Context: an optimization exercise on an open-source flow, tuned for small area. The choices shown serve that exercise and are no tape-out recipe. RTL that was checked went through simulation tests only; none was proved equivalent to the original. Power and IR drop assume default switching activity. No driver is modelled on the clock port, so clocking that relies on it looks cheaper here than on a real chip.

==> pepper: inputs <==
// fm_voice
module fm_voice (
	input logic clk37,
	input logic rst,
	input logic cmd_valid,
	input logic [31:0] cmd_data,
	output logic signed [15:0] sample,
	output logic sample_valid,
	output logic cmd_busy
);
clock: 10.0 ns
lec_check: 0
abc_area: 1
cap_margin: 20
core_margin: 2
core_utilization: 75
place_density: 0.85
slew_margin: 20
standard.sh (not shown) runs the stock make flow with config.mk's settings and CLKGATE_MAP_FILE= SYNTH_SCRIPT=/design/flow/synth_recipe.tcl, a recipe that flattens the netlist after the stock synthesis.
==> flow/flow/run.sh <==
#!/bin/bash
# The standard layout (standard.sh) with two changes: the input and output
# ports are buffered with the smallest buffer (buf_1), and clock tree synthesis
# adds no dummy loads to balance the tree (leaf clusters of up to 33 sinks within 90 um,
# clkbuf_16 only). The full tool output goes to standard.log here and to the
# ORFS logs under orfs/logs.
set -e
cd "$(dirname "$0")/.."
export BUFFER_PORTS_ARGS="-buffer_cell sky130_fd_sc_hd__buf_1"
export CTS_ARGS="-sink_clustering_enable -repair_clock_nets -dont_use_dummy_load -sink_clustering_size 33 -sink_clustering_max_diameter 90 -buf_list sky130_fd_sc_hd__clkbuf_16"
bash standard.sh > standard.log 2>&1
==> garnet: changes against pepper <==
--- a/flow/design.v
+++ b/flow/design.v
@@ -1055,29 +1055,30 @@
 	always_ff @(posedge clk37) begin
 		gate_d1 <= gate;
 		gate_d2 <= gate_d1;
 	end
 	logic [15:0] ph_lo;
 	logic ph_c, ph_cq;
 	logic [2:0] st1;
-	logic [15:0] isel1;
-	logic [15:0] amp_lo;
+	localparam int AL = 17;  
+	logic [AL-1:0] isel1;
+	logic [AL-1:0] amp_lo;
 	logic amp_c, amp_cq;
 	rip_add #(16) ph_lo_add (
 		.a(z1 ? 16'd0 : ph_r[1][15:0]),
 		.b(pf[1][15:0]),
 		.ci(1'b0),
 		.s(ph_lo),
 		.co(ph_c)
 	);
 	assign st1 = z1 ? 3'd0 : st_r[1];
-	assign isel1 = ({16{st1 == 3'd1}} & pa[1][47:32]) | ({16{st1 == 3'd2}} & pb[1][111:96]) |
-		({16{st1 == 3'd3}} & pb[1][47:32]) | ({16{st1[2]}} & pr[1][15:0]);
-	rip_add #(16) amp_lo_add (
-		.a(st1 == 3'd3 ? 16'd0 : amp_r[1][15:0]),
+	assign isel1 = ({AL{st1 == 3'd1}} & pa[1][32 +: AL]) | ({AL{st1 == 3'd2}} & pb[1][96 +: AL]) |
+		({AL{st1 == 3'd3}} & pb[1][32 +: AL]) | ({AL{st1[2]}} & pr[1][AL-1:0]);
+	rip_add #(AL) amp_lo_add (
+		.a(st1 == 3'd3 ? {AL{1'b0}} : amp_r[1][AL-1:0]),
 		.b(isel1),
 		.ci(1'b0),
 		.s(amp_lo),
 		.co(amp_c)
 	);
 	always_ff @(posedge clk37) begin
 		ph_cq <= ph_c;
@@ -1094,39 +1095,39 @@
 	logic [31:0] at_time, at_inc, de_time, de_inc, su_time, su_lvl, re_time, re_inc;
 	assign {at_time, at_inc, de_time} = pa[0];
 	assign {de_inc, su_time, su_lvl, re_time} = pb[0];
 	assign re_inc = pr[0];
 	logic [2:0] st;
 	logic is_i, is_s, is_r;
 	logic [31:0] tsel, amp_sum, cnt_inc;
-	logic [15:0] isel0;
+	logic [31:AL] isel0;
 	logic eq, tr;
 	logic [2:0] nst;
 	logic [31:0] ncnt, namp;
 	assign st = z0 ? 3'd0 : st_r[0];
 	assign is_i = st == 3'd0;
 	assign is_s = st == 3'd3;
 	assign is_r = !(is_i || st == 3'd1 || st == 3'd2 || is_s);
 	logic sel_a, sel_d, sel_s, sel_r;
 	assign sel_a = st == 3'd1;
 	assign sel_d = st == 3'd2;
 	assign sel_s = is_s;
 	assign sel_r = st[2];
 	assign tsel = ({32{sel_a}} & at_time) | ({32{sel_d}} & de_time) | ({32{sel_s}} & su_time) | ({32{sel_r}} & re_time);
-	assign isel0 = ({16{sel_a}} & at_inc[31:16]) | ({16{sel_d}} & de_inc[31:16]) |
-		({16{sel_s}} & su_lvl[31:16]) | ({16{sel_r}} & re_inc[31:16]);
+	assign isel0 = ({(32-AL){sel_a}} & at_inc[31:AL]) | ({(32-AL){sel_d}} & de_inc[31:AL]) |
+		({(32-AL){sel_s}} & su_lvl[31:AL]) | ({(32-AL){sel_r}} & re_inc[31:AL]);
 	assign eq = cnt_r[0] == tsel;
-	rip_add #(16) amp_hi_add (
-		.a(sel_s ? 16'd0 : amp_r[0][31:16]),
+	rip_add #(32 - AL) amp_hi_add (
+		.a(sel_s ? {(32-AL){1'b0}} : amp_r[0][31:AL]),
 		.b(isel0),
 		.ci(amp_cq),
-		.s(amp_sum[31:16]),
+		.s(amp_sum[31:AL]),
 		.co()
 	);
-	assign amp_sum[15:0] = amp_r[0][15:0];
+	assign amp_sum[AL-1:0] = amp_r[0][AL-1:0];
 	rip_inc #(32) cnt_inc_add (
 		.a(cnt_r[0]),
 		.s(cnt_inc)
 	);
 	assign tr = is_r ? (eq || amp_sum[31]) : (eq || !gate_d2);
 	always_comb begin
 		if (is_i) nst = {2'b00, gate_d2};
@@ -1141,15 +1142,15 @@
 		for (int k = 0; k < NOPS - 1; k++) begin
 			st_r[k] <= st_r[k + 1];
 			cnt_r[k] <= cnt_r[k + 1];
 			amp_r[k] <= amp_r[k + 1];
 			ph_r[k] <= ph_r[k + 1];
 		end
 		ph_r[0][15:0] <= ph_lo;
-		amp_r[0][15:0] <= amp_lo;
+		amp_r[0][AL-1:0] <= amp_lo;
 		st_r[NOPS - 1] <= nst;
 		cnt_r[NOPS - 1] <= ncnt;
 		amp_r[NOPS - 1] <= namp;
 		ph_r[NOPS - 1] <= {ph_hi, ph_r[0][15:0]};
 	end
 	logic [6:0] rom_data;
 	logic [6:0] mag;
==> flow/flow/run.sh (replaced) <==
#!/bin/bash
# The standard layout (standard.sh) with three changes:
# - synthesis maps the logic with ABC's area-oriented mapper: the ORFS scripts
#   are copied to ./orfs_scripts unchanged except abc_area.script (ABC_AREA is
#   set in config.mk), and SCRIPTS_DIR points there;
# - the input and output ports are buffered with the smallest buffer (buf_1);
# - clock tree synthesis adds no dummy loads to balance the tree (leaf clusters
#   of up to 33 sinks within 90 um, clkbuf_16 only).
# The full tool output goes to standard.log here and to the ORFS logs under
# orfs/logs.
set -e
cd "$(dirname "$0")/.."
rm -rf orfs_scripts
cp -r "$FLOW_HOME/scripts" orfs_scripts
printf 'strash\ndch\namap\ntopo\nstime -c\n' > orfs_scripts/abc_area.script
export SCRIPTS_DIR="$PWD/orfs_scripts"
export BUFFER_PORTS_ARGS="-buffer_cell sky130_fd_sc_hd__buf_1"
export CTS_ARGS="-sink_clustering_enable -repair_clock_nets -dont_use_dummy_load -sink_clustering_size 33 -sink_clustering_max_diameter 90 -buf_list sky130_fd_sc_hd__clkbuf_16"
bash standard.sh > standard.log 2>&1
==> notes <==
In garnet the first-iteration DRC count is smaller than in pepper, by 24%.
In clock power, pepper and garnet hardly differ.
Of pepper and garnet, garnet has the higher combinational power (gap about 11%, measured against garnet).
Against garnet, the clock skew of pepper is lower by 0.020 ns.
Count of clock-buffer cells in the layout is the same in garnet and pepper.
Between garnet and pepper, the lower critical path depth is in pepper (gap 4).
==> figures <==
item                                                                                 pepper                   garnet
Fin crit share                                                                        98.7%                    95.7%
End of the critical path                                                        amp_r[5][3]                  acc[18]
Number of buffers outside the clock class in the layout                                 143                      142
Switching Power                                                                     3.17 mW                  3.22 mW
Register share of total power                                                         68.6%                    68.5%
Hold Path End                                                                   ph_r[4][25]             amp_r[2][17]
Status                                                              complete, no violations  complete, no violations
Hold Startpoint                                                                 ph_r[5][25]             amp_r[3][17]
Mapped Cells                                                                          5,647                    4,790
Register clock-pin slew on the reported worst setup and hold paths                  0.12 ns                  0.11 ns
Total routing usage reported by global routing                                        31.9%                    31.1%
Flop2flop setup slack                                                               0.13 ns                  0.43 ns
Sequential portion of the cell area                                                   73.2%                    74.4%

==> raven: inputs <==
fm_voice, a different RTL version from the one above (not shown whole).
clock: 10.0 ns
lec_check: 0
cap_margin: 20
core_margin: 2
core_utilization: 70
cts_buf_list: sky130_fd_sc_hd__clkbuf_8
cts_cluster_diameter: 40
cts_cluster_size: 12
place_density: 0.8
slew_margin: 20
run.sh (not shown) runs the stock make flow with config.mk's settings and CLKGATE_MAP_FILE= SYNTH_SCRIPT=/design/flow/synth_recipe.tcl, a recipe that flattens the netlist after the stock synthesis.
Stock flow here: none of the scripts above is used.
==> cedar (differences from raven) <==
--- a/flow/design.v
+++ b/flow/design.v
@@ -1010,14 +1010,15 @@
 				end
 			end
 		end
 	end
 	always_ff @(posedge clk37) begin
-		for (int m = 1; m < 8; m++) begin
+		if ((cmd_valid && words_left == 4'd8) || wr_freq) fld[1] <= cmd_data;
+		for (int m = 2; m < 8; m++) begin
 			if (cmd_valid && words_left == 4'(9 - m)) fld[m] <= cmd_data;
 		end
-		if (last_word) last_q <= cmd_data;
+		if (wr_env) last_q <= cmd_data;
 		if (wr_env) eidx <= cur_idx;
 		if (wr_freq) fidx <= cur_idx;
 	end
 	logic pend_a, pend_b, pend_f;
 	logic live0, live3, pa0, pa3, pb3;
@@ -1038,12 +1039,12 @@
 	assign ins_a3 = live3 || pa3;
 	assign ins_b3 = live3 || pb3;
 	assign ins_f0 = flive0 || pf0;
 	assign ins_f3 = flive3 || pf3;
 	assign re_inc_w = wr_env ? cmd_data : last_q;
-	assign freq_w0 = flive0 ? cmd_data : last_q;
-	assign freq_w3 = flive3 ? cmd_data : last_q;
+	assign freq_w0 = flive0 ? cmd_data : fld[1];
+	assign freq_w3 = flive3 ? cmd_data : fld[1];
 	always_ff @(posedge clk37) begin
 		if (rst) begin
 			pend_a <= 1'b0;
 			pend_b <= 1'b0;
 			pend_f <= 1'b0;
@@ -1074,14 +1075,14 @@
 		pa[3] <= pa[4];
 		pa[4] <= pa[5];
 		pa[5] <= ({96{ins_a0}} & a_w) | ({96{keep_a0}} & pa[0]);
 		pr[0] <= pr[1];
 		pr[1] <= pr[2];
-		pr[2] <= ({32{ins_a3}} & re_inc_w) | ({32{keep_a3}} & pr[3]);
+		pr[2] <= ({32{ins_b3}} & re_inc_w) | ({32{keep_b3}} & pr[3]);
 		pr[3] <= pr[4];
 		pr[4] <= pr[5];
-		pr[5] <= ({32{ins_a0}} & re_inc_w) | ({32{keep_a0}} & pr[0]);
+		pr[5] <= pr[0];
 		pb[0] <= pb[1];
 		pb[1] <= pb[2];
 		pb[2] <= ({128{ins_b3}} & b_w) | ({128{keep_b3}} & pb[3]);
 		pb[3] <= pb[4];
 		pb[4] <= pb[5];
Settings changed: CORE_UTILIZATION 70 to 80, CTS_BUF_LIST sky130_fd_sc_hd__clkbuf_8 to sky130_fd_sc_hd__clkbuf_16, CTS_CLUSTER_DIAMETER 40 to 60, CTS_CLUSTER_SIZE 12 to 30, PLACE_DENSITY 0.8 to 0.88.
==> results.cfg <==
[layout]
multi_input_area_share = 0.201

[power_and_ir_drop]
powerDensity_nw_per_um2 = 217

[global_route]
antenna_found_initial = 9

[die]
dieArea_um2 = 107000

[yosys]
synthAdderAreaFrac = 0.0515

[sta]
skew_ps = 78.0
hold_ws_ps = 273

[outcome]
outcome = complete, no violations
(the above is from raven)
==> results.cfg <==
[sta]
skew_ps = 42.9
hold_ws_ps = 304
slew_violations = 121

[global_route]
antenna_found_initial = 4

[power_and_ir_drop]
powerDensity_nw_per_um2 = 214

[outcome]
outcome = complete, but fails checks
violatedChecks = slew limit

[yosys]
synthAdderAreaFrac = 0.0514

[layout]
multi_input_area_share = 0.210

[die]
dieArea_um2 = 94100

[worst_setup_path]
reg2reg_depth = 34
(the above is from cedar)
The RTL of raven was laid out without a check of its function.

[afterwards: timing with drivers on the ports]
The flow's constraints put no driver on any port. The routed layouts listed below were extracted and timed again, unchanged, in two steps. Step 1 sets driving cells, clkbuf_16 on the clock port and buf_2 on the other inputs (assumed; they add their load-dependent delay and slew). Step 2 adds t to the input delays and takes it off the output delays; t is the mean of the earliest and latest rising clock arrival at the registers after step 1. Input paths then give back, and output paths get back, about the clock's delay inside the block. Slacks: ideal ports / drivers / drivers and shift; pairs: ideal ports / drivers.
run	t (ns)	setup WS [ns]	latest minus earliest clock arrival (ns)	pins driven straight from the clock port
pepper	0.772	0.129 / 0.129 / 0.129	0.074 / 0.073	1
garnet	0.744	0.430 / 0.430 / 0.430	0.101 / 0.100	1
raven	1.004	0.405 / 0.405 / 0.405	0.083 / 0.083	1
cedar	0.808	0.434 / 0.434 / 0.434	0.045 / 0.045	1
